Source: an optimization exercise on an open RTL-to-GDS flow (aim: small area). Production flows keep margins and buffers that such runs may drop.
Function was checked by simulation only, so behaviour that the tests miss may differ from the original.
The clock port is modelled as an ideal driver; clocking choices that lean on that would not hold on a real chip.
Power and IR drop assume default switching activity.

### flow/design.v
module cpu_state_core #(
   parameter logic [31:0] RESET_PC   = 32'h0000_0000,
   parameter logic [31:0] IR_RESET   = 32'h0000_0000,
   parameter int          DMEM_DEPTH = 64
) (
   input  logic        clock,
   input  logic        reset,
   input  logic        is_halt,
   input  logic        is_jal,
   input  logic        is_jalr,
   input  logic        branch_taken,
   input  logic [31:0] branch_target,
   input  logic [31:0] jalr_target,
   input  logic [31:0] imm_j,
   output logic [31:0] program_counter_value,
   input  logic [31:0] instruction_in,
   output logic [31:0] instruction_out,
   input  logic        memory_we,
   input  logic [31:0] address,
   input  logic [31:0] write_data,
   output logic [31:0] read_data
);
   localparam int AW = $clog2(DMEM_DEPTH);
   logic [31:0]   r_pc;
   logic [31:0]   r_ir;
   logic [31:0]   w_pc_next;
   logic [AW-1:0] w_index;
   logic          w_unused_addr;
   logic          r_phase;
   logic [31:0]   r_dmem [DMEM_DEPTH];
   logic [31:0]   w_dmem_next [DMEM_DEPTH];
   logic [31:0]   w_col_n;          
   logic [DMEM_DEPTH-1:0] w_wen;    
   logic [DMEM_DEPTH-1:0] w_sel_n;  
   logic [31:0]   w_rd_raw;
   assign w_index       = address[AW+1:2];
   assign w_unused_addr = ^{address[31:AW+2], address[1:0]};
   localparam int PC_SPLIT = 22;
   logic [31:0]        w_pc_addend;
   logic [31:0]        w_pc_sum;
   logic [PC_SPLIT:0]  w_pc_carry;
   logic [31:PC_SPLIT] w_pc_sum0, w_pc_sum1;
   logic [32:PC_SPLIT] w_pc_carry0, w_pc_carry1;
   logic               w_pc_take_sum;
   always_comb begin
      if (is_halt)
         w_pc_addend = 32'd0;
      else if (is_jal)
         w_pc_addend = imm_j;
      else
         w_pc_addend = 32'd4;
   end
   assign w_pc_carry[0] = 1'b0;
   for (genvar k = 0; k < PC_SPLIT; k++) begin : g_pc_add
      cpu_state_core_full_add u_fa (
         .a(r_pc[k]), .b(w_pc_addend[k]), .ci(w_pc_carry[k]),
         .s(w_pc_sum[k]), .co(w_pc_carry[k+1])
      );
   end
   assign w_pc_carry0[PC_SPLIT] = 1'b0;
   assign w_pc_carry1[PC_SPLIT] = 1'b1;
   for (genvar k = PC_SPLIT; k < 32; k++) begin : g_pc_add_hi
      cpu_state_core_full_add u_fa0 (
         .a(r_pc[k]), .b(w_pc_addend[k]), .ci(w_pc_carry0[k]),
         .s(w_pc_sum0[k]), .co(w_pc_carry0[k+1])
      );
      cpu_state_core_full_add u_fa1 (
         .a(r_pc[k]), .b(w_pc_addend[k]), .ci(w_pc_carry1[k]),
         .s(w_pc_sum1[k]), .co(w_pc_carry1[k+1])
      );
   end
   assign w_pc_sum[31:PC_SPLIT] = w_pc_carry[PC_SPLIT] ? w_pc_sum1 : w_pc_sum0;
   assign w_pc_take_sum = is_halt | is_jal | (~is_jalr & ~branch_taken);
   always_comb begin
      if (w_pc_take_sum)
         w_pc_next = w_pc_sum;
      else if (is_jalr)
         w_pc_next = {jalr_target[31:1], 1'b0};
      else
         w_pc_next = branch_target;
   end
   always_ff @(posedge clock) begin
      if (reset) begin
         r_pc <= RESET_PC;
         r_ir <= IR_RESET;
      end else begin
         r_pc <= w_pc_next;
         r_ir <= instruction_in;
      end
   end
   always_ff @(posedge clock)
      r_phase <= reset | ~r_phase;
   assign w_col_n = ~(write_data ^ {32{r_phase}}) | {32{reset | ~memory_we}};
   always_comb begin
      for (int w = 0; w < DMEM_DEPTH; w++) begin
         w_sel_n[w] = w_index != AW'(w);
         w_wen[w]   = reset | (memory_we & (w_index == AW'(w)));
      end
   end
   for (genvar w = 0; w < DMEM_DEPTH; w++) begin : g_word
      cpu_state_core_word_next u_next (
         .q(r_dmem[w]), .wen(w_wen[w]), .sel_n(w_sel_n[w]), .col_n(w_col_n),
         .d(w_dmem_next[w])
      );
   end
   always_ff @(posedge clock) begin
      for (int w = 0; w < DMEM_DEPTH; w++)
         r_dmem[w] <= w_dmem_next[w];
   end
   for (genvar b = 0; b < 32; b++) begin : g_rd
      logic [DMEM_DEPTH-1:0] w_col;
      for (genvar w = 0; w < DMEM_DEPTH; w++) begin : g_w
         assign w_col[w] = r_dmem[w][b];
      end
      cpu_state_core_read_bit #(.N(DMEM_DEPTH)) u_rd (
         .q(w_col), .sel_n(w_sel_n), .d(w_rd_raw[b])
      );
   end
   assign program_counter_value = r_pc;
   assign instruction_out       = r_ir;
   assign read_data             = ~(w_rd_raw ^ {32{r_phase}});
endmodule
module cpu_state_core_word_next (
   input  logic [31:0] q,
   input  logic        wen,
   input  logic        sel_n,
   input  logic [31:0] col_n,
   output logic [31:0] d
);
   assign d = ~((q | {32{wen}}) & (col_n | {32{sel_n}}));
endmodule
module cpu_state_core_read_bit #(
   parameter int N = 64
) (
   input  logic [N-1:0] q,
   input  logic [N-1:0] sel_n,
   output logic         d
);
   localparam int P = (N + 1) / 2;
   logic [2*P-1:0] w_q, w_sel_n;
   logic [P-1:0]   w_pair_n;
   assign w_q     = (2*P)'(q);
   assign w_sel_n = {{(2*P-N){1'b1}}, sel_n};
   for (genvar p = 0; p < P; p++) begin : g_pair
      cpu_state_core_read_pair u_pair (
         .q(w_q[2*p +: 2]), .sel_n(w_sel_n[2*p +: 2]), .d_n(w_pair_n[p])
      );
   end
   assign d = ~|w_pair_n;
endmodule
module cpu_state_core_read_pair (
   input  logic [1:0] q,
   input  logic [1:0] sel_n,
   output logic       d_n
);
   assign d_n = ~((q[0] | sel_n[0]) & (q[1] | sel_n[1]));
endmodule
module cpu_state_core_full_add (
   input  logic a,
   input  logic b,
   input  logic ci,
   output logic s,
   output logic co
);
   assign {co, s} = {1'b0, a} + {1'b0, b} + {1'b0, ci};
endmodule
### flow/flow/run.sh
#!/bin/bash
# Layout flow: the standard flow (standard synthesis unchanged), with
# three changes to how the layout is made:
#  - ports are buffered with the smallest buffer, sky130_fd_sc_hd__buf_1;
#  - clock tree synthesis inserts no dummy loads;
#  - after global routing, cells off the critical paths are downsized
#    (ORFS's RECOVER_POWER step, on every path with positive slack).
# Each step's full output is in orfs/logs/; make's own output is in
# flow_make.log.
set -euo pipefail
export BUFFER_PORTS_ARGS="-buffer_cell sky130_fd_sc_hd__buf_1"
export CTS_ARGS="-sink_clustering_enable -repair_clock_nets -dont_use_dummy_load -sink_clustering_size 28 -sink_clustering_max_diameter 90"
export RECOVER_POWER=100
bash standard.sh finish > flow_make.log 2>&1
### flow/standard.sh
#!/bin/bash
# synth_recipe.tcl (not shown) runs the flow's synth.tcl, then flattens the netlist and writes it again
# the make line also repeats each setting of config.mk as NAME=value (left out here)
make -C /OpenROAD-flow-scripts/flow DESIGN_CONFIG=/design/flow/config.mk WORK_HOME=/design/flow/orfs CLKGATE_MAP_FILE= SYNTH_SCRIPT=/design/flow/synth_recipe.tcl "${@:-finish}"
### flow/config.mk
export PLATFORM = sky130hd
export DESIGN_NAME = cpu_state_core
export DESIGN_NICKNAME = cpu_state_core
export VERILOG_FILES = /design/flow/design.v
export SDC_FILE = /design/flow/constraint.sdc
export NUM_CORES = 4
export LEC_CHECK = 0
export CAP_MARGIN = 20
export CORE_MARGIN = 2
export CORE_UTILIZATION = 70
export CTS_CLUSTER_DIAMETER = 90
export CTS_CLUSTER_SIZE = 28
export SLEW_MARGIN = 20
export SYNTH_HIERARCHICAL = 1
### flow/constraint.sdc
create_clock -name core_clock -period 15.0 [get_ports {clock}]
set_input_delay 3.0000 -clock core_clock [delete_from_list [all_inputs] [get_ports {clock}]]
set_output_delay 3.0000 -clock core_clock [all_outputs]
set_load 0.01 [all_outputs]
==> flow_summary.toml, run 1 <==
[place]
dpl_cell_area_um2 = 71900
io_buffers = 267
place_congestion = 0.969
dp_hpwl_mm = 123

[critical_path]
worstPathArrival_ps = 13110
crit_cells = 27
cp-startpoint = "is_jal"
cp-end-kind = "flip-flop"
rr_worst_depth = 24
cp_common_cell = "fa_1"
critPathMaxStageDelay_ps = 690
timing.rr.start = "r_pc[0]"
setup.worst_path.class = "in2reg"
worstPathRequired_ps = 15420
crit_family = "adder cells"
cp-start-kind = "input pin"
slowest_stage = "fa_1"
crit_buf_inv = 1
critPathMaxFanout = 20

[timing]
worst_hold_slack_ps = 447
setup_tns_ps = 0
fin_crit_ps = 12690
period_share_pct = 84.6
final_hold_viol_count = 0
worst_pin_slew_ps = 4030
setup_viol_count_final = 0
grt_setup_unrepaired = "no"
fin_skew_ps = 38.9
maxSlewHeadroom_pct = -169
fmax_mhz = 78.8
slew_violations = 2186

[cts]
cts_max_level = 3
clock_latency_ps = 710
clkTransAtPathRegs_ps = 110
cts_buffers = 85
clockBufferDepth = 3
cts.sinks = 2113
postCtsHoldBufs = 0
cts_setup_buffers = 0
cts_tree = "built"
post_cts_resized = 0
root_buffer = "clkbuf_16"

[power]
power.switching_mw = 2.51
comb_power_share_pct = 10.3
p_clk_share_pct = 26.7
power_mw = 9.98
p_sw_share_pct = 25.2
p_int_mw = 7.46
powerDensity_nw_per_um2 = 135
p_leak_nw = 26.9
vdd_drop_max_mv = 0.110
seq_power_share_pct = 63.0

[global_route]
grt_max_degree = 67
grt_usage_pct = 40.6
grt_pass1_vias = 56208
grt_first_pass_wirelength_mm = 328
grt-ovfl-total = 0
antenna_found_initial = 9

[layout]
finalNetCount = 6794
area_growth_pct = 3.94
final_common_cell = "o22ai_1"
layout_common_cells = "3072 x o22ai_1, 2112 x dfxtp_1, 263 x buf_1"
drive_above_1_share_pct = 5.72
stdcell_area_um2 = 73900

[detailed_routing]
drt-total-wl_mm = 219
dr_total_vias = 59465
first_iter_violations = 6892
drt_pre_antenna_iters = 7
vias_per_cell = 7.52
postRouteAntennaNets = 0
drc_errors = 0
wl_per_cell_um = 27.7

[job]
drv_cap = 37

[die]
die_x_um = 323
fp.coreArea_um2 = 100000
pin_count = 295
dieArea_um2 = 104000
row_count = 116
start_util_pct = 70.8
die_y_um = 323

[yosys]
synth_area_per_cell_um2 = 11.0
synth_ff_type = "dfxtp_1"
synth-edff-count = 0
synth-seq-cells = 2113
synthArstFlopShare_pct = 0
synthesis.instances = 6456
yosysSeqAreaShare_pct = 59.5
yosysUniqueCellTypes = 33
yosys_warnings = 10
netlist_area_um2 = 71100

[status]
outcome = "complete, but fails checks"
failed_checks = "capacitance limit, slew limit"

[worst_hold_path]
min_path_cells = 1
hold_class = "reg2reg"
hp-start = "r_dmem[3][28]"
-- layer usage --
metal | wire [um] | track usage (%) | up-vias
li1 | - | - | 26529
met1 | 83500 | 50.7 | 29223
met2 | 97200 | 62.6 | 3049
met3 | 19600 | 7.93 | 656
met4 | 18700 | 31.2 | 8
met5 | 53 | 0 | -
-- modules after synthesis (local to each module, per instance), excerpt --
| module | area [um2] | times used |
|---|---|---|
| cpu_state_core | 45400 | 1 |
| cpu_state_core_word_next | 251 | 64 |
| cpu_state_core_full_add | 20.0 | 42 |
| cpu_state_core_read_pair | 6.26 | 1024 |
-- synth_stat cells, drive strengths merged, types with 32 or more instances --
cell,instances,share of area (%)
nor4,257,2.6
o22ai,3072,27
a21o,64,0.68
and2,35,0.31
xnor2,32,0.39
buf,408,4.8
nor2b,46,0.40
dfxtp,2113,60
clkbuf,35,0.19
nand4,64,0.56
nand2,98,0.52
xor2,32,0.39
nor2,44,0.24
fa,42,1.2
-- cell type report --
class                           count  area, um2
Antenna cell                        2       5.00
Clock buffer                       85       2130
Fill cell                        7438      26500
Inverter                            1       3.75
Multi-Input combinational cell   3900      25500
Sequential cell                  2113      42300
Tap cell                         1357       1700
Timing Repair Buffer              452       2260
-- per-stage QoR --
stage          setup slack [ps]  utilization [%]  cells
6_report                   2310             73.6   7910
3_5_place_dp               1770             71.6   7822
2_1_floorplan              2310                -   6457
3_3_place_gp               1960             71.6   7822
4_1_cts                    2450             73.7   7907
5_1_grt                    1940             73.6   7909
-- power groups by stage --
stage	clock network (mW)	registers (mW)	logic, mW
floorplan	0	6.36	0.682
global placement	0	6.38	0.947
detailed placement	0	6.41	0.982
CTS	2.67	6.28	0.984
global route	2.86	6.34	1.07
finish	2.66	6.29	1.02
-- logic make-up (layout without fill, tap and decap cells) --
group | Yosys count | count (layout) | synth area share (%)
AOI/OAI and AO/OA | 3201 | 3201 | 28.3
muxes | 31 | 31 | 0.437
adders and majority gates | 42 | 42 | 1.18
and+or+nand+nor | 559 | 559 | 4.75
xor gates and xnor gates | 64 | 64 | 0.789
DFF | 2113 | 2113 | 59.5
other | 2 | 5 | 0.0106
buffers and inverters | 444 | 538 | 5.00
-- flip-flops by register name, summed over array words and instances (netlist names) --
name / flops
r_dmem: 2048
r_ir: 32
r_pc: 32
r_phase: 1
-- worst paths after layout --
path	slack (ps)	end
worst min-delay path	450	r_dmem[3][28]
worst max-delay path	2310	r_pc[24]
worst max register to register	4760	r_pc[24]
worst min register to register	450	r_dmem[3][28]
==> run 2: changes to the inputs <==
--- a/flow/design.v
+++ b/flow/design.v
@@ -92,10 +92,7 @@
       r_phase <= reset | ~r_phase;
    assign w_col_n = ~(write_data ^ {32{r_phase}}) | {32{reset | ~memory_we}};
-   always_comb begin
-      for (int w = 0; w < DMEM_DEPTH; w++) begin
-         w_sel_n[w] = w_index != AW'(w);
-         w_wen[w]   = reset | (memory_we & (w_index == AW'(w)));
-      end
-   end
+   cpu_state_core_word_decode #(.AW(AW), .N(DMEM_DEPTH)) u_decode (
+      .index(w_index), .we(memory_we), .clear(reset), .sel_n(w_sel_n), .wen(w_wen)
+   );
    for (genvar w = 0; w < DMEM_DEPTH; w++) begin : g_word
       cpu_state_core_word_next u_next (
@@ -165,2 +162,31 @@
    assign {co, s} = {1'b0, a} + {1'b0, b} + {1'b0, ci};
 endmodule
+module cpu_state_core_word_decode #(
+   parameter int AW = 6,
+   parameter int N  = 64
+) (
+   input  logic [AW-1:0] index,
+   input  logic          we,
+   input  logic          clear,
+   output logic [N-1:0]  sel_n,
+   output logic [N-1:0]  wen
+);
+   localparam int LW = AW / 2;
+   localparam int HW = AW - LW;
+   logic [(1<<LW)-1:0] w_lo, w_lo_wen;
+   logic [(1<<HW)-1:0] w_hi, w_hi_wen;
+   always_comb begin
+      for (int i = 0; i < (1 << LW); i++) begin
+         w_lo[i]     = index[LW-1:0] == LW'(i);
+         w_lo_wen[i] = w_lo[i] | clear;
+      end
+      for (int i = 0; i < (1 << HW); i++) begin
+         w_hi[i]     = index[AW-1:LW] == HW'(i);
+         w_hi_wen[i] = (w_hi[i] & we) | clear;
+      end
+      for (int w = 0; w < N; w++) begin
+         sel_n[w] = ~(w_hi[w >> LW] & w_lo[w & ((1 << LW) - 1)]);
+         wen[w]   = w_hi_wen[w >> LW] & w_lo_wen[w & ((1 << LW) - 1)];
+      end
+   end
+endmodule
==> flow_summary.toml, run 2 <==
[detailed_routing]
drt_pre_antenna_iters = 6
drc_errors = 0
first_iter_violations = 7252
drt-total-wl_mm = 225
vias_per_cell = 7.57
wl_per_cell_um = 28.4
dr_total_vias = 59847
postRouteAntennaNets = 0

[layout]
layout_common_cells = "3072 x o22ai_1, 2112 x dfxtp_1, 259 x buf_1"
regArea_um2 = 42300
largest_reg_flops = 2048
stdcell_area_um2 = 74000
top_regs = "r_dmem (2048), r_ir (32), r_pc (32)"
drive_above_1_share_pct = 5.68
final_common_cell = "o22ai_1"
utilization_pct = 73.6
top_register = "r_dmem"
multi_input_area_um2 = 25700
fill_cells = 7370
finalNetCount = 6788
area_growth_pct = 3.98

[timing]
setup_viol_count_final = 0
setup_tns_ps = 0
fin_skew_ps = 36.8
slew_violations = 2027
fin_crit_ps = 12610
worst_pin_slew_ps = 5190
period_share_pct = 84.0
maxSlewHeadroom_pct = -250
final_hold_viol_count = 0
fmax_mhz = 79.3
grt_setup_unrepaired = "no"

[critical_path]
rr_endpoint = "r_pc[30]"
cp-start-kind = "input pin"
critPathMaxFanout = 20
crit_family = "adder cells"
reg2reg_slack_ps = 4840
cp-startpoint = "is_jal"
cp-end-kind = "flip-flop"
worstPathArrival_ps = 13010
crit_buf_inv = 1
critPathMaxStageDelay_ps = 680
worstPathRequired_ps = 15400
cp_common_cell = "fa_1"
slowest_stage = "fa_1"
timing.rr.start = "r_pc[0]"
cp-endpoint = "r_pc[30]"
crit_cells = 27
rr_worst_depth = 24
setup.worst_path.class = "in2reg"

[yosys]
synth-xor-area-share_pct = 0.788
synth_fa_ha_area_share_pct = 1.18
ys_top_cells_by_area = "dfxtp_1 59%, o22ai_1 27%, buf_6 3.1%"
yosysUniqueCellTypes = 44
yosysMostFrequentCell = "o22ai_1"
synth_top_area_share_pct = 59.5
synth_ff_type = "dfxtp_1"
synthArstFlopShare_pct = 0
synth_area_per_cell_um2 = 11.0
synth-seq-cells = 2113
yosys_warnings = 11
netlist_area_um2 = 71100
yosys.area_share.simple_pct = 4.88
synth-compound-area-share_pct = 28.2
synthMuxAreaShare_pct = 0.436
synth-edff-count = 0
synthesis.instances = 6463
synth_top_family_by_area = "compound AO/OA/AOI/OAI gates"
yosysSeqAreaShare_pct = 59.5
synthTopCellsByCount = "3072 x o22ai_1, 2113 x dfxtp_1, 224 x nor4_1"
synth_area_leader_cell = "dfxtp_1"

[cts]
cts_buffers = 85
cts_setup_buffers = 0
clkTransAtPathRegs_ps = 100
clock_latency_ps = 700
cts.sinks = 2113
post_cts_resized = 0
root_buffer = "clkbuf_16"
cts_tree = "built"
cts_max_level = 3
clockBufferDepth = 3
postCtsHoldBufs = 0

[power]
powerDensity_nw_per_um2 = 138
vdd_drop_max_mv = 0.112
comb_power_share_pct = 10.8
p_int_mw = 7.58
power.switching_mw = 2.61
p_leak_nw = 26.3
p_clk_share_pct = 26.2
seq_power_share_pct = 63.0
p_sw_share_pct = 25.6

[status]
failed_checks = "capacitance limit, slew limit"
outcome = "complete, but fails checks"

[worst_hold_path]
hold_class = "reg2reg"

[place]
io_buffers = 267
dp_hpwl_mm = 129
place_congestion = 0.970
dpl_cell_area_um2 = 72400

[global_route]
grt_pass1_vias = 55285
grt_first_pass_wirelength_mm = 333
grt-ovfl-total = 0
antenna_found_initial = 14
grt_usage_pct = 41.7
grt_max_degree = 66

[die]
fp.coreArea_um2 = 100000
die_x_um = 323
pin_count = 295
start_util_pct = 70.8
die_y_um = 323
row_count = 116
dieArea_um2 = 104000

[job]
drv_cap = 67
run 2: cell types whose count changed after synthesis, moves of 8 or more:
| cell | delta |
|---|---|
| a21o_1 | -64 |
| a21oi_1 | +13 |
| a221oi_1 | -9 |
| a221oi_2 | +9 |
| nor2_1 | -8 |
| o21ai_0 | +42 |
run 2: final cells by class:
| type | instances | share of cell area [%] |
|---|---|---|
| Antenna cell | 8 | 0.0271 |
| Clock buffer | 85 | 2.88 |
| Inverter | 2 | 0.0118 |
| Multi-Input combinational cell | 3902 | 34.8 |
| Sequential cell | 2113 | 57.2 |
| Tap cell | 1357 | 2.30 |
| Timing Repair Buffer | 443 | 2.83 |
run 2: logic make-up (layout without fill, tap and decap cells):
logic type      after synthesis  count (layout)
mux                          31              31
xor+xnor                     64              64
fa+ha+maj                    42              42
flops                      2113            2113
buf+inv                     449             530
simple gates                560             560
compound gates             3202            3202
other cells                   2              11
run 2: worst min path at each step:
stage	start	to	slack, ps	cells after the start
3_3_place_gp	r_dmem[49][0]	r_dmem[49][0]	430	1
2_1_floorplan	r_dmem[11][0]	r_dmem[11][0]	420	1
3_5_place_dp	r_dmem[11][26]	r_dmem[11][26]	440	1
4_1_cts	r_dmem[9][13]	r_dmem[9][13]	450	1
5_1_grt	r_dmem[50][30]	r_dmem[50][30]	460	1
6_report	r_dmem[55][4]	r_dmem[55][4]	450	1
run 2: modules after synthesis (local to each module, per instance), a selection:
module	copies in the design	area, um2
cpu_state_core_word_next	64	251
cpu_state_core	1	44500
cpu_state_core_full_add	42	20.0
cpu_state_core_read_pair	1024	6.26
run 2: power by group through the flow:
stage               Combinational, mW  Clock (mW)  Sequential, mW
finish                           1.10        2.67            6.42
global route                     1.15        2.87            6.48
CTS                              1.08        2.67            6.41
detailed placement               1.08           0            6.54
global placement                 1.03           0            6.51
floorplan                       0.745           0            6.48
run 2: per-layer routing:
metal,GRT usage (%),vias to the layer above,routed length [um],part of all wire [%]
met4,30.3,6,18300,8.1
met2,63.6,3319,99000,44
met3,9.39,673,22900,10
met1,52.3,29284,84800,38
li1,-,26565,-,-
met5,0,-,43,0.019
run 2: per-stage QoR:
| stage | setup WS (ps) | hold slack, ps | cells | power [mW] |
|---|---|---|---|---|
| 2_1_floorplan | 2310 | 422 | 6464 | 7.22 |
| 4_1_cts | 2470 | 447 | 7892 | 10.2 |
| 3_5_place_dp | 1750 | 438 | 7807 | 7.61 |
| 3_3_place_gp | 1880 | 430 | 7801 | 7.54 |
| 5_1_grt | 2030 | 458 | 7902 | 10.5 |
| 6_report | 2390 | 448 | 7910 | 10.2 |
==> run 3: changes to the inputs <==
==> flow/flow/run.sh (replaced) <==
#!/bin/bash
# Layout flow: the standard flow (standard synthesis unchanged), with
# two changes to how the layout is made:
#  - ports are buffered with the smallest buffer, sky130_fd_sc_hd__buf_1;
#  - clock tree synthesis inserts no dummy loads.
# Each step's full output is in orfs/logs/; make's own output is in
# flow_make.log.
set -euo pipefail
export BUFFER_PORTS_ARGS="-buffer_cell sky130_fd_sc_hd__buf_1"
export CTS_ARGS="-sink_clustering_enable -repair_clock_nets -dont_use_dummy_load -sink_clustering_size 28 -sink_clustering_max_diameter 90"
bash standard.sh finish > flow_make.log 2>&1
==> flow_summary.toml, run 3 <==
[power]
powerDensity_nw_per_um2 = 136
vdd_drop_max_mv = 0.113
p_sw_share_pct = 25.6
p_clk_share_pct = 26.1
seq_power_share_pct = 62.8
comb_power_share_pct = 11.1
p_leak_nw = 26.8
p_int_mw = 7.60
power.switching_mw = 2.62

[detailed_routing]
vias_per_cell = 7.56
dr_wl_met2_mm = 99.4
drt_pre_antenna_iters = 9
drc_errors = 0
top_layer = "met5"
dr_total_vias = 59753
drt-total-wl_mm = 225
first_iter_violations = 7086
wl_per_cell_um = 28.4
wl_met1_mm = 84.4
dr_wl_met3_mm = 23.1
postRouteAntennaNets = 0

[yosys]
synth_area_leader_cell = "dfxtp_1"
yosysMostFrequentCell = "o22ai_1"
synth-seq-cells = 2113
synth_top_area_share_pct = 59.5
synth_area_per_cell_um2 = 11.0
yosysSeqAreaShare_pct = 59.5
netlist_area_um2 = 71100
ys_top_cells_by_area = "dfxtp_1 59%, o22ai_1 27%, buf_6 3.1%"
synthesis.instances = 6463
synth-edff-count = 0
synthTopCellsByCount = "3072 x o22ai_1, 2113 x dfxtp_1, 224 x nor4_1"
yosysUniqueCellTypes = 44
synth_ff_type = "dfxtp_1"
yosys_warnings = 11
synthArstFlopShare_pct = 0

[critical_path]
rr_worst_depth = 25
cp-end-kind = "flip-flop"
reg2reg_slack_ps = 4830
worstPathArrival_ps = 13210
cp-start-kind = "input pin"
critPathMaxFanout = 20
cp-startpoint = "is_jal"
worstPathRequired_ps = 15610
rr_endpoint = "r_pc[25]"
setup.worst_path.class = "in2reg"
timing.rr.start = "r_pc[0]"

[die]
die_y_um = 323
row_count = 116
die_x_um = 323
start_util_pct = 70.8
fp.coreArea_um2 = 100000
dieArea_um2 = 104000
pin_count = 295

[timing]
setup_tns_ps = 0
worst_hold_slack_ps = 448
fin_crit_ps = 12600
fin_skew_ps = 37.6
period_share_pct = 84.0
slew_violations = 0
maxSlewHeadroom_pct = 12.7
fmax_mhz = 79.4
worst_pin_slew_ps = 1300
setup_viol_count_final = 0
final_hold_viol_count = 0
grt_setup_unrepaired = "no"

[place]
dp_hpwl_mm = 129
io_buffers = 267
dp_cells = 7807
dpl_cell_area_um2 = 72400
place_congestion = 0.970

[layout]
final_common_cell = "o22ai_1"
multi_input_area_um2 = 26100
fill_cells = 7200
area_growth_pct = 5.27
top_register = "r_dmem"
layout_common_cells = "3072 x o22ai_1, 2112 x dfxtp_1, 265 x buf_1"
stdcell_area_um2 = 74900
regArea_um2 = 42300
utilization_pct = 74.6
largest_reg_flops = 2048
layout.cells.non_filler = 7909
top_regs = "r_dmem (2048), r_ir (32), r_pc (32)"
finalNetCount = 6788
drive_above_1_share_pct = 7.52

[cts]
cts.sinks = 2113
cts_setup_buffers = 0
clock_latency_ps = 730
cts_tree = "built"
postCtsHoldBufs = 0
root_buffer = "clkbuf_16"
cts_max_level = 3
post_cts_resized = 0
clkTransAtPathRegs_ps = 100
clockBufferDepth = 3
cts_buffers = 85

[global_route]
grt_first_pass_wirelength_mm = 333
antenna_found_initial = 14
grt-ovfl-total = 0
grt_max_degree = 66
grt_usage_pct = 41.7
grt_pass1_vias = 55285

[status]
outcome = "timing/DRC/antenna clean"

[worst_hold_path]
hold_class = "reg2reg"
hp-start = "r_dmem[9][13]"
hold_end = "r_dmem[9][13]"
min_path_cells = 1

[job]
drv_cap = 0
==> run 3: metrics by stage <==
step	setup WS [ps]	power (mW)
finish	2400	10.2
global route	2070	10.5
CTS	2470	10.2
detailed placement	1750	7.61
global placement	1880	7.54
floorplan	2310	7.22
==> run 3: Yosys stat by module, one instance, submodules excluded, a selection <==
module                    cell area (um2)  times used  flops+latches  cells
cpu_state_core_full_add              20.0          42              0      1
cpu_state_core_word_next              251          64              0     38
cpu_state_core                      44500           1           2113   2426
cpu_state_core_read_pair             6.26        1024              0      1
==> run 3: cell type report <==
cell class,instances,share of cell area (%)
Antenna cell,7,0.0234
Multi-Input combinational cell,3902,34.9
Timing Repair Buffer,443,3.47
Inverter,2,0.0134
Sequential cell,2113,56.5
Tap cell,1357,2.27
Clock buffer,85,2.84
==> run 3: power by group through the flow <==
stage / combinational, mW / sequential [mW] / clock, mW
final: 1.13 / 6.42 / 2.67
after global routing: 1.18 / 6.48 / 2.87
after CTS: 1.08 / 6.41 / 2.67
after detailed placement: 1.08 / 6.54 / 0
after global placement: 1.03 / 6.51 / 0
after floorplan: 0.745 / 6.48 / 0
==> run 3: critical path: stages <==
cell and delay [ps]:
buf_1 150, nor2b_1 170, and2_1 180, fa_1 410, fa_1 390, fa_1 400, fa_1 420, fa_1 410
fa_1 400, fa_1 400, fa_1 390, fa_1 390, fa_1 400, fa_1 390, fa_1 390, fa_1 400
fa_1 390, fa_1 380, fa_1 390, fa_1 420, fa_1 400, fa_1 400, fa_1 390, fa_1 390
fa_1 750, nor2b_1 310, a221oi_2 50, a211oi_1 230
==> run 3: worst max-delay path by stage <==
stage	end	slack, ps	depth (start not counted)
after detailed placement	r_pc[25]	1750	28
final	r_pc[25]	2400	28
after global placement	r_pc[22]	1880	28
after global routing	r_pc[30]	2070	28
after floorplan	r_pc[31]	2310	29
after CTS	r_pc[25]	2470	28
==> run 3: layer usage <==
| metal | vias to the layer above | global-route usage (%) |
|---|---|---|
| met1 | 29106 | 52.3 |
| met4 | 8 | 30.3 |
| met2 | 3391 | 63.6 |
| li1 | 26560 | - |
| met5 | - | 0 |
| met3 | 688 | 9.39 |
==> run 3: cell families after synthesis <==
family	synth area share (%)
multiplexers	0.436
buffers and inverters	5.04
adder cells (fa/ha/maj)	1.18
other	0.0106
flip-flops	59.5
AO/OA/AOI/OAI	28.2
XOR/XNOR	0.788
AND/OR/NAND/NOR	4.88
==> run 4: changes to the inputs <==
--- a/flow/design.v
+++ b/flow/design.v
@@ -42,5 +42,4 @@
    logic [31:PC_SPLIT] w_pc_sum0, w_pc_sum1;
    logic [32:PC_SPLIT] w_pc_carry0, w_pc_carry1;
-   logic               w_pc_take_sum;
    always_comb begin
       if (is_halt)
@@ -71,28 +70,28 @@
    end
    assign w_pc_sum[31:PC_SPLIT] = w_pc_carry[PC_SPLIT] ? w_pc_sum1 : w_pc_sum0;
-   assign w_pc_take_sum = is_halt | is_jal | (~is_jalr & ~branch_taken);
-   always_comb begin
-      if (w_pc_take_sum)
-         w_pc_next = w_pc_sum;
-      else if (is_jalr)
-         w_pc_next = {jalr_target[31:1], 1'b0};
+   logic w_pc_sel_sum, w_pc_sel_jalr, w_pc_sel_branch;
+   assign w_pc_sel_sum    = ~reset & (is_halt | is_jal | (~is_jalr & ~branch_taken));
+   assign w_pc_sel_jalr   = ~reset & ~is_halt & ~is_jal & is_jalr;
+   assign w_pc_sel_branch = ~reset & ~is_halt & ~is_jal & ~is_jalr & branch_taken;
+   assign w_pc_next = ({32{w_pc_sel_sum}}    & w_pc_sum) |
+                      ({32{w_pc_sel_jalr}}   & {jalr_target[31:1], 1'b0}) |
+                      ({32{w_pc_sel_branch}} & branch_target) |
+                      ({32{reset}}           & RESET_PC);
+   always_ff @(posedge clock) begin
+      r_pc <= w_pc_next;
+      if (reset)
+         r_ir <= IR_RESET;
       else
-         w_pc_next = branch_target;
-   end
-   always_ff @(posedge clock) begin
-      if (reset) begin
-         r_pc <= RESET_PC;
-         r_ir <= IR_RESET;
-      end else begin
-         r_pc <= w_pc_next;
          r_ir <= instruction_in;
-      end
    end
    always_ff @(posedge clock)
       r_phase <= reset | ~r_phase;
    assign w_col_n = ~(write_data ^ {32{r_phase}}) | {32{reset | ~memory_we}};
-   cpu_state_core_word_decode #(.AW(AW), .N(DMEM_DEPTH)) u_decode (
-      .index(w_index), .we(memory_we), .clear(reset), .sel_n(w_sel_n), .wen(w_wen)
-   );
+   always_comb begin
+      for (int w = 0; w < DMEM_DEPTH; w++) begin
+         w_sel_n[w] = w_index != AW'(w);
+         w_wen[w]   = reset | (memory_we & (w_index == AW'(w)));
+      end
+   end
    for (genvar w = 0; w < DMEM_DEPTH; w++) begin : g_word
       cpu_state_core_word_next u_next (
@@ -162,31 +161,2 @@
    assign {co, s} = {1'b0, a} + {1'b0, b} + {1'b0, ci};
 endmodule
-module cpu_state_core_word_decode #(
-   parameter int AW = 6,
-   parameter int N  = 64
-) (
-   input  logic [AW-1:0] index,
-   input  logic          we,
-   input  logic          clear,
-   output logic [N-1:0]  sel_n,
-   output logic [N-1:0]  wen
-);
-   localparam int LW = AW / 2;
-   localparam int HW = AW - LW;
-   logic [(1<<LW)-1:0] w_lo, w_lo_wen;
-   logic [(1<<HW)-1:0] w_hi, w_hi_wen;
-   always_comb begin
-      for (int i = 0; i < (1 << LW); i++) begin
-         w_lo[i]     = index[LW-1:0] == LW'(i);
-         w_lo_wen[i] = w_lo[i] | clear;
-      end
-      for (int i = 0; i < (1 << HW); i++) begin
-         w_hi[i]     = index[AW-1:LW] == HW'(i);
-         w_hi_wen[i] = (w_hi[i] & we) | clear;
-      end
-      for (int w = 0; w < N; w++) begin
-         sel_n[w] = ~(w_hi[w >> LW] & w_lo[w & ((1 << LW) - 1)]);
-         wen[w]   = w_hi_wen[w >> LW] & w_lo_wen[w & ((1 << LW) - 1)];
-      end
-   end
-endmodule
--- a/flow/config.mk
+++ b/flow/config.mk
@@ -8,5 +8,5 @@
 export CAP_MARGIN = 20
 export CORE_MARGIN = 2
-export CORE_UTILIZATION = 70
+export CORE_UTILIZATION = 60
 export CTS_CLUSTER_DIAMETER = 90
 export CTS_CLUSTER_SIZE = 28
==> flow_summary.toml, run 4 <==
[status]
outcome = "timing/DRC/antenna clean"

[cts]
cts_max_level = 3
clockBufferDepth = 3
clock_latency_ps = 720
cts_tree = "built"
cts.sinks = 2113
postCtsHoldBufs = 0
cts_setup_buffers = 0
post_cts_resized = 0
clkTransAtPathRegs_ps = 110
root_buffer = "clkbuf_16"
cts_buffers = 85

[yosys]
yosysSeqAreaShare_pct = 59.6
yosysMostFrequentCell = "o22ai_1"
synthArstFlopShare_pct = 0
synth_area_per_cell_um2 = 11.1
yosysUniqueCellTypes = 33
synth_top_area_share_pct = 59.6
synth-edff-count = 0
netlist_area_um2 = 71000
synth-seq-cells = 2113
synthesis.instances = 6423
synthTopCellsByCount = "3082 x o22ai_1, 2113 x dfxtp_1, 224 x nor4_1"
ys_top_cells_by_area = "dfxtp_1 60%, o22ai_1 27%, buf_6 3.0%"
yosys_warnings = 10
synth_ff_type = "dfxtp_1"
synth_area_leader_cell = "dfxtp_1"

[place]
dpl_cell_area_um2 = 72300
place_congestion = 0.907
preCtsSetupSlack_ps = 2050
io_buffers = 267
dp_hpwl_mm = 135
dp_cells = 7992

[timing]
slew_violations = 0
setup_viol_count_final = 0
maxSlewHeadroom_pct = 11.1
fmax_mhz = 81.3
worst_hold_slack_ps = 448
final_hold_viol_count = 0
fin_crit_ps = 12300
worst_pin_slew_ps = 1320
setup_tns_ps = 0
grt_setup_unrepaired = "no"
postLayoutSetupSlackWorst_ps = 2700
period_share_pct = 82.0
fin_skew_ps = 45.9

[power]
vdd_drop_max_mv = 0.108
comb_power_share_pct = 10.5
power.switching_mw = 2.57
powerDensity_nw_per_um2 = 135
p_clk_share_pct = 26.9
p_sw_share_pct = 25.7
p_int_mw = 7.45
power_mw = 10.0
seq_power_share_pct = 62.6
p_leak_nw = 27.0

[layout]
area_growth_pct = 4.85
utilization_pct = 63.2
fill_cells = 9832
largest_reg_flops = 2048
layout_common_cells = "3082 x o22ai_1, 2112 x dfxtp_1, 266 x buf_1"
top_regs = "r_dmem (2048), r_ir (32), r_pc (32)"
layout.cells.non_filler = 8081
top_register = "r_dmem"
stdcell_area_um2 = 74400
drive_above_1_share_pct = 7.08
final_common_cell = "o22ai_1"
finalNetCount = 6784

[die]
die_y_um = 348
row_count = 126
dieArea_um2 = 121000
fp.coreArea_um2 = 118000
die_x_um = 348
pin_count = 295
start_util_pct = 60.3

[critical_path]
setup.worst_path.class = "in2reg"
cp-end-kind = "flip-flop"
worstPathRequired_ps = 15510
cp-start-kind = "input pin"
worstPathArrival_ps = 12820
critPathMaxFanout = 10

[global_route]
grt_usage_pct = 37.7
grt-ovfl-total = 0
grt_max_degree = 65
grt_first_pass_wirelength_mm = 348
grt_pass1_vias = 54451
antenna_found_initial = 11

[detailed_routing]
postRouteAntennaNets = 0
vias_per_cell = 7.32
first_iter_violations = 6774
wl_per_cell_um = 29.4
drt_pre_antenna_iters = 6
drt-total-wl_mm = 237
drc_errors = 0
dr_total_vias = 59192

[job]
drv_cap = 0

[worst_hold_path]
hold_class = "reg2reg"
-- run 4: final cells by class --
type | instances | area, um2 | share of cell area (%)
Antenna cell | 4 | 10.0 | 0.0134
Clock buffer | 85 | 2130 | 2.86
Inverter | 2 | 7.51 | 0.0101
Multi-Input combinational cell | 3870 | 25500 | 34.3
Sequential cell | 2113 | 42300 | 56.8
Tap cell | 1536 | 1920 | 2.58
Timing Repair Buffer | 471 | 2530 | 3.40
-- run 4: routing by layer --
| layer | up-vias | share of wire, % | global-route usage [%] |
|---|---|---|---|
| met5 | - | 0.021 | 0 |
| met3 | 535 | 9.3 | 7.39 |
| li1 | 26459 | - | - |
| met1 | 29425 | 40 | 49.0 |
| met2 | 2765 | 45 | 59.0 |
| met4 | 8 | 6.4 | 21.3 |
-- run 4: final timing paths --
path,to,slack (ps),start,depth (start not counted)
hold reg to reg,r_dmem[57][6],450,r_dmem[57][6],1
hold / removal,r_dmem[57][6],450,r_dmem[57][6],1
setup reg to reg,r_pc[28],5100,r_pc[0],24
setup / recovery,r_pc[28],2700,is_jal,27
-- run 4: logic make-up (layout without fill, tap and decap cells) --
group | after synthesis | count (layout) | synth area share [%]
flip-flops | 2113 | 2113 | 59.6
adder cells (fa/ha/maj) | 42 | 42 | 1.18
AND/OR/NAND/NOR | 550 | 550 | 4.87
AO/OA/AOI/OAI | 3201 | 3201 | 28.5
buffers and inverters | 441 | 558 | 4.96
other | 2 | 7 | 0.0106
XOR/XNOR | 64 | 64 | 0.790
multiplexers | 10 | 10 | 0.141
-- run 4: power by group through the flow --
| stage | logic, mW | clock network, mW | registers, mW |
|---|---|---|---|
| after global placement | 0.989 | 0 | 6.38 |
| final | 1.05 | 2.70 | 6.28 |
| after global routing | 1.10 | 2.91 | 6.33 |
| after floorplan | 0.673 | 0 | 6.35 |
| after CTS | 1.02 | 2.72 | 6.27 |
| after detailed placement | 1.02 | 0 | 6.40 |
-- run 4: worst max-delay path: stages --
cell	delay, ps
buf_1	130
nor2b_1	160
and2_1	170
fa_1	400
fa_1	400
fa_1	420
fa_1	410
fa_1	410
fa_1	400
fa_1	380
fa_1	390
fa_1	400
fa_1	390
fa_1	390
fa_1	390
fa_1	390
fa_1	380
fa_1	380
fa_1	390
fa_1	390
fa_1	390
fa_1	400
fa_1	390
fa_1	400
fa_1	680
mux2i_1	260
o22ai_1	100
-- run 4: per-module statistics from Yosys, one instance, submodules excluded, a selection --
| module | copies in the design | flip-flops and latches | cells |
|---|---|---|---|
| cpu_state_core_word_next | 64 | 0 | 38 |
| cpu_state_core | 1 | 2113 | 2573 |
| cpu_state_core_full_add | 42 | 0 | 1 |
| cpu_state_core_read_pair | 1024 | 0 | 1 |
==> run 5: changes to the inputs <==
--- a/flow/design.v
+++ b/flow/design.v
@@ -42,4 +42,5 @@
    logic [31:PC_SPLIT] w_pc_sum0, w_pc_sum1;
    logic [32:PC_SPLIT] w_pc_carry0, w_pc_carry1;
+   logic               w_pc_take_sum;
    always_comb begin
       if (is_halt)
@@ -70,18 +71,21 @@
    end
    assign w_pc_sum[31:PC_SPLIT] = w_pc_carry[PC_SPLIT] ? w_pc_sum1 : w_pc_sum0;
-   logic w_pc_sel_sum, w_pc_sel_jalr, w_pc_sel_branch;
-   assign w_pc_sel_sum    = ~reset & (is_halt | is_jal | (~is_jalr & ~branch_taken));
-   assign w_pc_sel_jalr   = ~reset & ~is_halt & ~is_jal & is_jalr;
-   assign w_pc_sel_branch = ~reset & ~is_halt & ~is_jal & ~is_jalr & branch_taken;
-   assign w_pc_next = ({32{w_pc_sel_sum}}    & w_pc_sum) |
-                      ({32{w_pc_sel_jalr}}   & {jalr_target[31:1], 1'b0}) |
-                      ({32{w_pc_sel_branch}} & branch_target) |
-                      ({32{reset}}           & RESET_PC);
+   assign w_pc_take_sum = is_halt | is_jal | (~is_jalr & ~branch_taken);
+   always_comb begin
+      if (w_pc_take_sum)
+         w_pc_next = w_pc_sum;
+      else if (is_jalr)
+         w_pc_next = {jalr_target[31:1], 1'b0};
+      else
+         w_pc_next = branch_target;
+   end
    always_ff @(posedge clock) begin
-      r_pc <= w_pc_next;
-      if (reset)
+      if (reset) begin
+         r_pc <= RESET_PC;
          r_ir <= IR_RESET;
-      else
+      end else begin
+         r_pc <= w_pc_next;
          r_ir <= instruction_in;
+      end
    end
    always_ff @(posedge clock)
==> flow/flow/run.sh (replaced) <==
#!/bin/bash
# Layout flow: the standard flow (standard synthesis unchanged), with
# three changes to how the layout is made:
#  - after floorplan, logic gates that synthesis upsized are set back to
#    drive strength 1 (flow/downsize.tcl); placement's repair steps then
#    resize or buffer whatever needs more drive;
#  - ports are buffered with the smallest buffer, sky130_fd_sc_hd__buf_1;
#  - clock tree synthesis inserts no dummy loads.
# Each step's full output is in orfs/logs/; make's own output is in
# flow_make.log.
set -euo pipefail
here=$(pwd)
export POST_FLOORPLAN_TCL="$here/flow/downsize.tcl"
export BUFFER_PORTS_ARGS="-buffer_cell sky130_fd_sc_hd__buf_1"
export CTS_ARGS="-sink_clustering_enable -repair_clock_nets -dont_use_dummy_load -sink_clustering_size 28 -sink_clustering_max_diameter 90"
bash standard.sh finish > flow_make.log 2>&1
==> flow/flow/downsize.tcl (new file) <==
# Downsize synthesis' upsized logic gates to drive strength 1 (or the
# smallest strength the library has). Buffers, inverters used as buffers
# by later repair, clock cells and flip-flops are left alone. Placement's
# and global routing's repair steps then buffer or resize any net that
# needs more drive.
set n_swapped 0
set area_saved 0.0
foreach inst [[ord::get_db_block] getInsts] {
  set master [$inst getMaster]
  set name [$master getName]
  if { ![regexp {^sky130_fd_sc_hd__([a-z0-9]+)_([0-9]+)$} $name -> base drive] } { continue }
  if { $drive <= 1 } { continue }
  if { [regexp {^(buf|clkbuf|clkinv|clkdly|dly|df|edf|sdf|sedf|dl|conb|tap|fill|decap|diode|bufinv|bufbuf|lpflow)} $base] } { continue }
  set target ""
  foreach d {1 0} {
    set cand [[ord::get_db] findMaster "sky130_fd_sc_hd__${base}_$d"]
    if { $cand != "NULL" } { set target $cand; break }
  }
  if { $target == "" } { continue }
  set a_old [expr {[$master getWidth] * [$master getHeight]}]
  set a_new [expr {[$target getWidth] * [$target getHeight]}]
  if { $a_new >= $a_old } { continue }
  if { [$inst swapMaster $target] } {
    incr n_swapped
    set area_saved [expr {$area_saved + ($a_old - $a_new) / 1e6}]
  }
}
puts "downsize.tcl: swapped $n_swapped cells, $area_saved um^2 less"
==> flow_summary.toml, run 5 <==
[status]
outcome = "timing/DRC/antenna clean"

[global_route]
grt_max_degree = 75
grt_usage_pct = 37.5
antenna_found_initial = 9
grt_first_pass_wirelength_mm = 348
grt_pass1_vias = 55244
grt-ovfl-total = 0

[power]
p_leak_nw = 27.0
p_sw_share_pct = 25.7
power.switching_mw = 2.58
comb_power_share_pct = 10.6
vdd_drop_max_mv = 0.106
powerDensity_nw_per_um2 = 135
p_clk_share_pct = 26.8
p_int_mw = 7.46
seq_power_share_pct = 62.6

[critical_path]
rr_endpoint = "r_pc[31]"
timing.rr.start = "r_pc[0]"
cp-start-kind = "input pin"
rr_worst_depth = 25
crit_buf_inv = 1
reg2reg_slack_ps = 4920
cp_common_cell = "fa_1"
critPathMaxFanout = 20
cp-end-kind = "flip-flop"
setup.worst_path.class = "in2reg"
crit_family = "adder cells"
critPathMaxStageDelay_ps = 670
slowest_stage = "fa_1"
worstPathArrival_ps = 13090
worstPathRequired_ps = 15610

[cts]
cts_setup_buffers = 0
cts.sinks = 2113
cts_buffers = 85
postCtsHoldBufs = 0
cts_tree = "built"
root_buffer = "clkbuf_16"
post_cts_resized = 0
clkTransAtPathRegs_ps = 100
cts_max_level = 3
clockBufferDepth = 3
clock_latency_ps = 720

[die]
start_util_pct = 60.4
die_x_um = 348
fp.coreArea_um2 = 118000
row_count = 126
dieArea_um2 = 121000
pin_count = 295
die_y_um = 348

[timing]
final_hold_viol_count = 0
setup_tns_ps = 0
fin_skew_ps = 37.6
slew_violations = 0
fin_crit_ps = 12480
maxSlewHeadroom_pct = 15.8
fmax_mhz = 80.1
period_share_pct = 83.2
grt_setup_unrepaired = "no"
setup_viol_count_final = 0
worst_pin_slew_ps = 1250

[place]
dp_hpwl_mm = 137
dpl_cell_area_um2 = 72100
io_buffers = 267
place_congestion = 0.946

[yosys]
synth_area_leader_cell = "dfxtp_1"
synth_ff_type = "dfxtp_1"
synth-edff-count = 0
yosys_warnings = 10
ys_top_cells_by_area = "dfxtp_1 60%, o22ai_1 27%, buf_6 3.1%"
synthTopCellsByCount = "3072 x o22ai_1, 2113 x dfxtp_1, 224 x nor4_1"
synth_top_area_share_pct = 59.5
netlist_area_um2 = 71100
synthesis.instances = 6456
yosysSeqAreaShare_pct = 59.5
synth-seq-cells = 2113
yosysUniqueCellTypes = 33
synth_area_per_cell_um2 = 11.0
synthArstFlopShare_pct = 0
yosysMostFrequentCell = "o22ai_1"

[layout]
regArea_um2 = 42300
top_regs = "r_dmem (2048), r_ir (32), r_pc (32)"
stdcell_area_um2 = 74200
area_growth_pct = 4.44
layout_common_cells = "3072 x o22ai_1, 2112 x dfxtp_1, 265 x buf_1"
utilization_pct = 63.0
top_register = "r_dmem"
fill_cells = 9794
multi_input_area_um2 = 25300
finalNetCount = 6817
largest_reg_flops = 2048
drive_above_1_share_pct = 6.28
final_common_cell = "o22ai_1"

[detailed_routing]
first_iter_violations = 6275
dr_total_vias = 59606
drc_errors = 0
dr_wl_met3_mm = 23.1
vias_per_cell = 7.35
top_layer = "met5"
wl_met1_mm = 93.7
drt_pre_antenna_iters = 8
drt-total-wl_mm = 237
postRouteAntennaNets = 0
dr_wl_met2_mm = 105
wl_per_cell_um = 29.2

[job]
drv_cap = 0

[worst_hold_path]
min_path_cells = 1
hp-start = "r_dmem[24][5]"
hold_class = "reg2reg"
hold_end = "r_dmem[24][5]"
==> run 5: cell count changes after synthesis, moves of 6 or more <==
| cell | change |
|---|---|
| a22oi_1 | -31 |
| nor2_4 | -9 |
| a211oi_1 | +31 |
| nor2_1 | +10 |
| nor2b_1 | +9 |
| o22ai_1 | -10 |
| o2bb2ai_1 | -22 |
| nor3_4 | -6 |
| nor3_2 | +6 |
| a221oi_1 | +10 |
| mux2i_1 | +21 |
| a21oi_1 | +22 |
==> run 5: worst max path at each step <==
| stage | from | to | slack (ps) | cells after the start |
|---|---|---|---|---|
| after floorplan | is_jal | r_pc[30] | 2310 | 29 |
| after global placement | is_jal | r_pc[30] | 1910 | 27 |
| after detailed placement | is_halt | r_pc[30] | 1910 | 27 |
| after CTS | is_jal | r_pc[31] | 2560 | 28 |
| after global routing | is_halt | r_pc[30] | 2220 | 27 |
| final | is_jal | r_pc[31] | 2520 | 28 |
==> run 5: metal layers <==
layer,up-vias,global-route usage [%]
met5,-,0
met4,8,21.6
met2,2819,58.1
met1,29704,48.0
li1,26511,-
met3,564,9.05
==> run 5: through the flow <==
step	setup slack, ps	cells	hold WS, ps	power [mW]
after CTS	2560	8110	451	10.0
after global placement	1910	8025	430	7.38
after floorplan	2310	6457	422	7.04
final	2520	8112	449	10.0
after global routing	2220	8110	458	10.3
after detailed placement	1910	8025	438	7.43
==> run 5: worst reg2reg max path, cell delays in order (launching register included) <==
cell,delay (ps)
dfxtp_1,350
fa_1,440
fa_1,380
fa_1,380
fa_1,380
fa_1,390
fa_1,390
fa_1,400
fa_1,390
fa_1,410
fa_1,410
fa_1,400
fa_1,400
fa_1,420
fa_1,420
fa_1,400
fa_1,410
fa_1,410
fa_1,400
fa_1,400
fa_1,400
fa_1,410
fa_1,670
nor2b_1,220
a221oi_1,70
a211oi_1,260
==> run 5: Yosys stat by module (local to each module, per instance), excerpt <==
module,cells inside,cell area [um2]
cpu_state_core_word_next,38,251
cpu_state_core_full_add,1,20.0
cpu_state_core_read_pair,1,6.26
cpu_state_core,2606,45400
==> run 5: final cells by class <==
| cell class | count | area share (%) |
|---|---|---|
| clock buffer | 85 | 2.86 |
| multi-input combinational | 3900 | 34.1 |
| inverter | 1 | 0.00506 |
| antenna | 2 | 0.00674 |
| tap | 1536 | 2.59 |
| timing repair buffer | 475 | 3.46 |
| sequential | 2113 | 57.0 |
==> run 5: logic make-up (layout without fill, tap and decap cells) <==
group,count (synthesis),count (layout),synth area share [%]
DFF,2113,2113,59.5
xor gates and xnor gates,64,64,0.789
muxes,31,31,0.437
AOI/OAI and AO/OA,3201,3201,28.3
buffers and inverters,444,561,5.00
and+or+nand+nor,559,559,4.75
other,2,5,0.0106
adders and majority gates,42,42,1.18
==> run 5: power groups by stage <==
stage,Clock [mW],Sequential (mW),Combinational (mW)
after floorplan,0,6.36,0.682
after global placement,0,6.38,0.996
after global routing,2.91,6.33,1.11
after detailed placement,0,6.40,1.02
after CTS,2.71,6.28,1.03
final,2.69,6.28,1.06
==> run 6: changes to the inputs <==
==> flow/flow/run.sh (replaced) <==
#!/bin/bash
# Layout flow: the standard flow (standard synthesis unchanged), with
# three changes to how the layout is made:
#  - ports are buffered with the smallest buffer, sky130_fd_sc_hd__buf_1;
#  - clock tree synthesis inserts no dummy loads;
#  - before global routing, flow/downsize.tcl gives logic gates and data
#    buffers a smaller drive strength where slew and timing clearly allow.
# Each step's full output is in orfs/logs/; make's own output is in
# flow_make.log.
set -euo pipefail
here=$(pwd)
export BUFFER_PORTS_ARGS="-buffer_cell sky130_fd_sc_hd__buf_1"
export CTS_ARGS="-sink_clustering_enable -repair_clock_nets -dont_use_dummy_load -sink_clustering_size 28 -sink_clustering_max_diameter 90"
export PRE_GLOBAL_ROUTE_TCL="$here/flow/downsize.tcl"
bash standard.sh finish > flow_make.log 2>&1
==> flow/flow/downsize.tcl (replaced) <==
# Sourced before global routing (PRE_GLOBAL_ROUTE_TCL): gives logic gates
# and data buffers a smaller drive strength where that is clearly safe.
# Each candidate is swapped to the next smaller strength and kept only if,
# with placement parasitics, the slew at its output and at every pin of its
# output net stays under 0.75 ns (half the library's limit) and the worst
# setup slack stays above 1 ns. Clock cells and flip-flops are left alone.
# Global routing's own repair steps run afterwards as usual.
set_propagated_clock [all_clocks]
estimate_parasitics -placement

proc downsize_ok { inst } {
  foreach pin [get_pins -of_objects $inst -filter "direction==output"] {
    foreach p [get_pins -of_objects [get_nets -of_objects $pin]] {
      if { [get_property $p slew_max] > 0.75 } { return 0 }
    }
  }
  return [expr {[sta::worst_slack_cmd max] > 1e-9}]
}

set saved 0.0
set n 0
set order {16 12 8 6 4 2 1 0}
foreach inst [get_cells *] {
  set ref [get_property $inst ref_name]
  if { ![regexp {^sky130_fd_sc_hd__([a-z0-9]+)_([0-9]+)$} $ref -> base drive] } { continue }
  if { [regexp {^(clkbuf|clkinv|clkdly|dly|df|edf|sdf|sedf|dl|conb|tap|fill|decap|diode|lpflow)} $base] } { continue }
  set i [lsearch $order $drive]
  if { $i < 0 } { continue }
  foreach d [lrange $order [expr {$i + 1}] end] {
    set cand [get_lib_cells -quiet sky130_fd_sc_hd__${base}_$d]
    if { $cand == "" } { continue }
    set a_old [get_property [get_lib_cells $ref] area]
    set a_new [get_property $cand area]
    if { $a_new >= $a_old } { continue }
    replace_cell $inst $cand
    if { [downsize_ok $inst] } {
      set saved [expr {$saved + $a_old - $a_new}]
      incr n
      set ref [get_property $inst ref_name]
    } else {
      replace_cell $inst [get_lib_cells $ref]
      break
    }
  }
}
puts "downsize.tcl: $n swaps, $saved um^2 less"
==> flow_summary.toml, run 6 <==
[yosys]
ys_top_cells_by_area = "dfxtp_1 60%, o22ai_1 27%, buf_6 3.1%"
synth_top_family_by_area = "compound AO/OA/AOI/OAI gates"
synthMuxAreaShare_pct = 0.437
synth_area_leader_cell = "dfxtp_1"
synth_ff_type = "dfxtp_1"
synth_top_area_share_pct = 59.5
netlist_area_um2 = 71100
synthArstFlopShare_pct = 0
synth_area_per_cell_um2 = 11.0
synth-seq-cells = 2113
synthesis.instances = 6456
synth_fa_ha_area_share_pct = 1.18
synth-compound-area-share_pct = 28.3
synth-edff-count = 0
yosysMostFrequentCell = "o22ai_1"
yosys_warnings = 10
synth-xor-area-share_pct = 0.789
yosysSeqAreaShare_pct = 59.5
yosysUniqueCellTypes = 33
yosys.area_share.simple_pct = 4.75
synthTopCellsByCount = "3072 x o22ai_1, 2113 x dfxtp_1, 224 x nor4_1"

[status]
outcome = "did not finish"
error_line = "[ERROR EST-0104] inconsistent parasitics state"
stop_stage = "5_1_grt"

[place]
dp_hpwl_mm = 125
io_buffers = 267
place_congestion = 0.970
dpl_cell_area_um2 = 72200
dp_cells = 8009

[die]
start_util_pct = 60.4
die_y_um = 348
die_x_um = 348
pin_count = 295
row_count = 126

[cts]
cts_buffers = 85
clockBufferDepth = 3
cts.sinks = 2113
cts_setup_buffers = 0
cts_max_level = 3
root_buffer = "clkbuf_16"
post_cts_resized = 0
postCtsHoldBufs = 0

[global_route]
grt_max_degree = 67
## run 6: how the worst max path moves through the flow
stage	startpoint	to	slack, ps	depth (start not counted)
after CTS	is_halt	r_pc[26]	2450	28
after detailed placement	is_halt	r_pc[30]	1760	27
after global placement	is_jal	r_pc[31]	1910	28
after floorplan	is_jal	r_pc[30]	2310	29
## run 6: logic make-up after synthesis
kind of cell / after synthesis
AOI/OAI and AO/OA: 3201
xor gates and xnor gates: 64
adders and majority gates: 42
buffers and inverters: 444
DFF: 2113
muxes: 31
other: 2
and+or+nand+nor: 559
## run 6: power by group through the flow
stage	combinational, mW	sequential, mW	clock (mW)
after floorplan	0.682	6.36	0
after global placement	0.966	6.38	0
after detailed placement	0.996	6.40	0
after CTS	0.997	6.27	2.72
## run 6: metrics by stage
step	worst slack (ps)	utilization [%]
floorplan	2310	-
global placement	1910	61.3
detailed placement	1760	61.3
CTS	2450	63.1
## run 6: Yosys stat by module (local to each module, per instance), excerpt
module | cell area, um2 | cells inside | times used
cpu_state_core | 45400 | 2606 | 1
cpu_state_core_full_add | 20.0 | 1 | 42
cpu_state_core_word_next | 251 | 38 | 64
cpu_state_core_read_pair | 6.26 | 1 | 1024
==> run 7: changes to the inputs <==
==> flow/flow/run.sh (replaced) <==
#!/bin/bash
# Layout flow: the standard flow (standard synthesis unchanged), with
# three changes to how the layout is made:
#  - ports are buffered with the smallest buffer, sky130_fd_sc_hd__buf_1;
#  - clock tree synthesis inserts no dummy loads;
#  - after clock tree synthesis, flow/downsize.tcl gives logic gates and data
#    buffers a smaller drive strength where slew and timing clearly allow.
# Each step's full output is in orfs/logs/; make's own output is in
# flow_make.log.
set -euo pipefail
here=$(pwd)
export BUFFER_PORTS_ARGS="-buffer_cell sky130_fd_sc_hd__buf_1"
export CTS_ARGS="-sink_clustering_enable -repair_clock_nets -dont_use_dummy_load -sink_clustering_size 28 -sink_clustering_max_diameter 90"
export POST_CTS_TCL="$here/flow/downsize.tcl"
bash standard.sh finish > flow_make.log 2>&1
--- a/flow/flow/downsize.tcl
+++ b/flow/flow/downsize.tcl
@@ -1,3 +1,3 @@
-# Sourced before global routing (PRE_GLOBAL_ROUTE_TCL): gives logic gates
+# Sourced at the end of clock tree synthesis (POST_CTS_TCL): gives logic gates
 # and data buffers a smaller drive strength where that is clearly safe.
 # Each candidate is swapped to the next smaller strength and kept only if,
==> flow_summary.toml, run 7 <==
[critical_path]
crit_buf_inv = 1
cp_common_cell = "fa_1"
timing.rr.start = "r_pc[0]"
worstPathArrival_ps = 13110
critPathMaxFanout = 20
rr_endpoint = "r_pc[26]"
setup.worst_path.class = "in2reg"
crit_family = "adder cells"
cp-end-kind = "flip-flop"
cp-start-kind = "input pin"
slowest_stage = "fa_1"
critPathMaxStageDelay_ps = 670
rr_worst_depth = 25
reg2reg_slack_ps = 4860
worstPathRequired_ps = 15600

[worst_hold_path]
hp-start = "r_dmem[49][11]"
min_path_cells = 1
hold_end = "r_dmem[49][11]"
hold_class = "reg2reg"

[die]
start_util_pct = 60.4
dieArea_um2 = 121000
die_y_um = 348
row_count = 126
fp.coreArea_um2 = 118000
pin_count = 295
die_x_um = 348

[yosys]
yosysMostFrequentCell = "o22ai_1"
synth-edff-count = 0
synth_area_per_cell_um2 = 11.0
synthTopCellsByCount = "3072 x o22ai_1, 2113 x dfxtp_1, 224 x nor4_1"
synth_top_area_share_pct = 59.5
synth-seq-cells = 2113
ys_top_cells_by_area = "dfxtp_1 60%, o22ai_1 27%, buf_6 3.1%"
netlist_area_um2 = 71100
yosysUniqueCellTypes = 33
synth_area_leader_cell = "dfxtp_1"
yosys_warnings = 10
synthesis.instances = 6456
synthArstFlopShare_pct = 0
synth_ff_type = "dfxtp_1"
yosysSeqAreaShare_pct = 59.5

[detailed_routing]
first_iter_violations = 6330
postRouteAntennaNets = 0
drt_pre_antenna_iters = 5
wl_met1_mm = 88.8
drc_errors = 0
dr_total_vias = 58367
dr_wl_met3_mm = 18.3
top_layer = "met5"
dr_wl_met2_mm = 101
vias_per_cell = 7.21
drt-total-wl_mm = 224
wl_per_cell_um = 27.6

[timing]
setup_tns_ps = 0
final_hold_viol_count = 0
slew_violations = 0
maxSlewHeadroom_pct = 13.9
fin_skew_ps = 22.3
grt_setup_unrepaired = "no"
period_share_pct = 83.4
fmax_mhz = 79.9
setup_viol_count_final = 0
postLayoutSetupSlackWorst_ps = 2490
fin_crit_ps = 12510
worst_pin_slew_ps = 1280

[power]
p_int_mw = 7.45
vdd_drop_max_mv = 0.114
power_mw = 9.99
p_sw_share_pct = 25.4
p_leak_nw = 26.9
powerDensity_nw_per_um2 = 135
power.switching_mw = 2.53
comb_power_share_pct = 10.2
seq_power_share_pct = 62.9
p_clk_share_pct = 26.9

[layout]
area_growth_pct = 4.08
final_common_cell = "o22ai_1"
layout_common_cells = "3072 x o22ai_1, 2112 x dfxtp_1, 292 x buf_1"
finalNetCount = 6803
largest_reg_flops = 2048
top_register = "r_dmem"
top_regs = "r_dmem (2048), r_ir (32), r_pc (32)"
drive_above_1_share_pct = 4.60
layout.cells.non_filler = 8098
multi_input_area_um2 = 25300
fill_cells = 9897
regArea_um2 = 42300

[job]
drv_cap = 0

[status]
outcome = "timing/DRC/antenna clean"

[global_route]
antenna_found_initial = 12
grt-ovfl-total = 0
grt_max_degree = 67
grt_usage_pct = 35.5
grt_first_pass_wirelength_mm = 333
grt_pass1_vias = 54252

[cts]
cts.sinks = 2113
clkTransAtPathRegs_ps = 100
cts_tree = "built"
clock_latency_ps = 710

[place]
preCtsSetupSlack_ps = 1760
dp_cells = 8009
place_congestion = 0.970
dp_hpwl_mm = 125
io_buffers = 267
## run 7: layout make-up
class                           instances  share of cell area, %
Antenna cell                            2                0.00676
Multi-Input combinational cell       3900                   34.1
Inverter                                1                0.00507
Sequential cell                      2113                   57.2
Clock buffer                           85                   2.87
Timing Repair Buffer                  461                   3.20
Tap cell                             1536                   2.60
## run 7: Yosys stat by module (local to each module, per instance), a selection
module / times used / cells
cpu_state_core_read_pair: 1024 / 1
cpu_state_core_word_next: 64 / 38
cpu_state_core_full_add: 42 / 1
cpu_state_core: 1 / 2606
## run 7: worst max-delay path by stage
stage,startpoint,to,slack (ps),cells after the start
6_report,is_jal,r_pc[26],2490,28
3_3_place_gp,is_jal,r_pc[31],1910,28
5_1_grt,is_halt,r_pc[26],2020,28
2_1_floorplan,is_jal,r_pc[30],2310,29
3_5_place_dp,is_halt,r_pc[30],1760,27
## run 7: logic make-up (layout without fill, tap and decap cells)
family          count (synthesis)  after routing  synth area share (%)
compound gates               3201           3201                  28.3
xor+xnor                       64             64                 0.789
fa+ha+maj                      42             42                  1.18
buf+inv                       444            547                  5.00
flops                        2113           2113                  59.5
mux                            31             31                 0.437
other cells                     2              5                0.0106
simple gates                  559            559                  4.75
## run 7: per-layer routing
layer / vias up / track usage, %
li1: 26516 / -
met1: 28792 / 45.5
met2: 2555 / 56.2
met3: 492 / 6.32
met4: 12 / 21.5
met5: - / 0
## run 7: power by group through the flow
| stage | Sequential [mW] | Clock [mW] | Combinational (mW) |
|---|---|---|---|
| 3_5_place_dp | 6.40 | 0 | 0.996 |
| 5_1_grt | 6.33 | 2.91 | 1.07 |
| 6_report | 6.28 | 2.69 | 1.02 |
| 3_3_place_gp | 6.38 | 0 | 0.966 |
| 2_1_floorplan | 6.36 | 0 | 0.682 |
## run 7: stage by stage
stage / utilization, % / instance area [um2] / hold slack, ps
6_report: 62.8 / 74000 / 447
2_1_floorplan: - / 71100 / 422
3_5_place_dp: 61.3 / 72200 / 438
3_3_place_gp: 61.3 / 72200 / 430
5_1_grt: 62.8 / 74000 / 459

what the ideal ports hide:
The results above use ideal ports. As a check the final layouts listed here were re-extracted and re-timed, cells and wires unchanged.
Step 1, drivers: a clkbuf_16 drives clock and a buf_2 each remaining input, both assumed.
Step 2 adds t to the input delays and takes it off the output delays; t is the mean of the earliest and latest rising clock arrival at the registers after step 1. Input paths then give back, and output paths get back, about the clock's delay inside the block.
Three values: ideal ports, drivers, drivers and shift; two values: the first two.
run | shift t [ns] | slack for setup (ns) | latest minus earliest clock arrival (ns)
run 1 | 0.772 | 2.308 / 2.370 / 1.598 | 0.047 / 0.047
run 2 | 0.770 | 2.394 / 2.446 / 1.677 | 0.065 / 0.065
run 3 | 0.772 | 2.401 / 2.455 / 1.683 | 0.066 / 0.067
run 4 | 0.779 | 2.697 / 2.756 / 1.977 | 0.059 / 0.058
run 5 | 0.788 | 2.515 / 2.578 / 1.789 | 0.051 / 0.051
run 7 | 0.784 | 2.488 / 2.543 / 1.759 | 0.043 / 0.044
The setup slack of run 7, which loses most, moves by +0.055 ns with the drivers and by -0.729 ns with both steps.
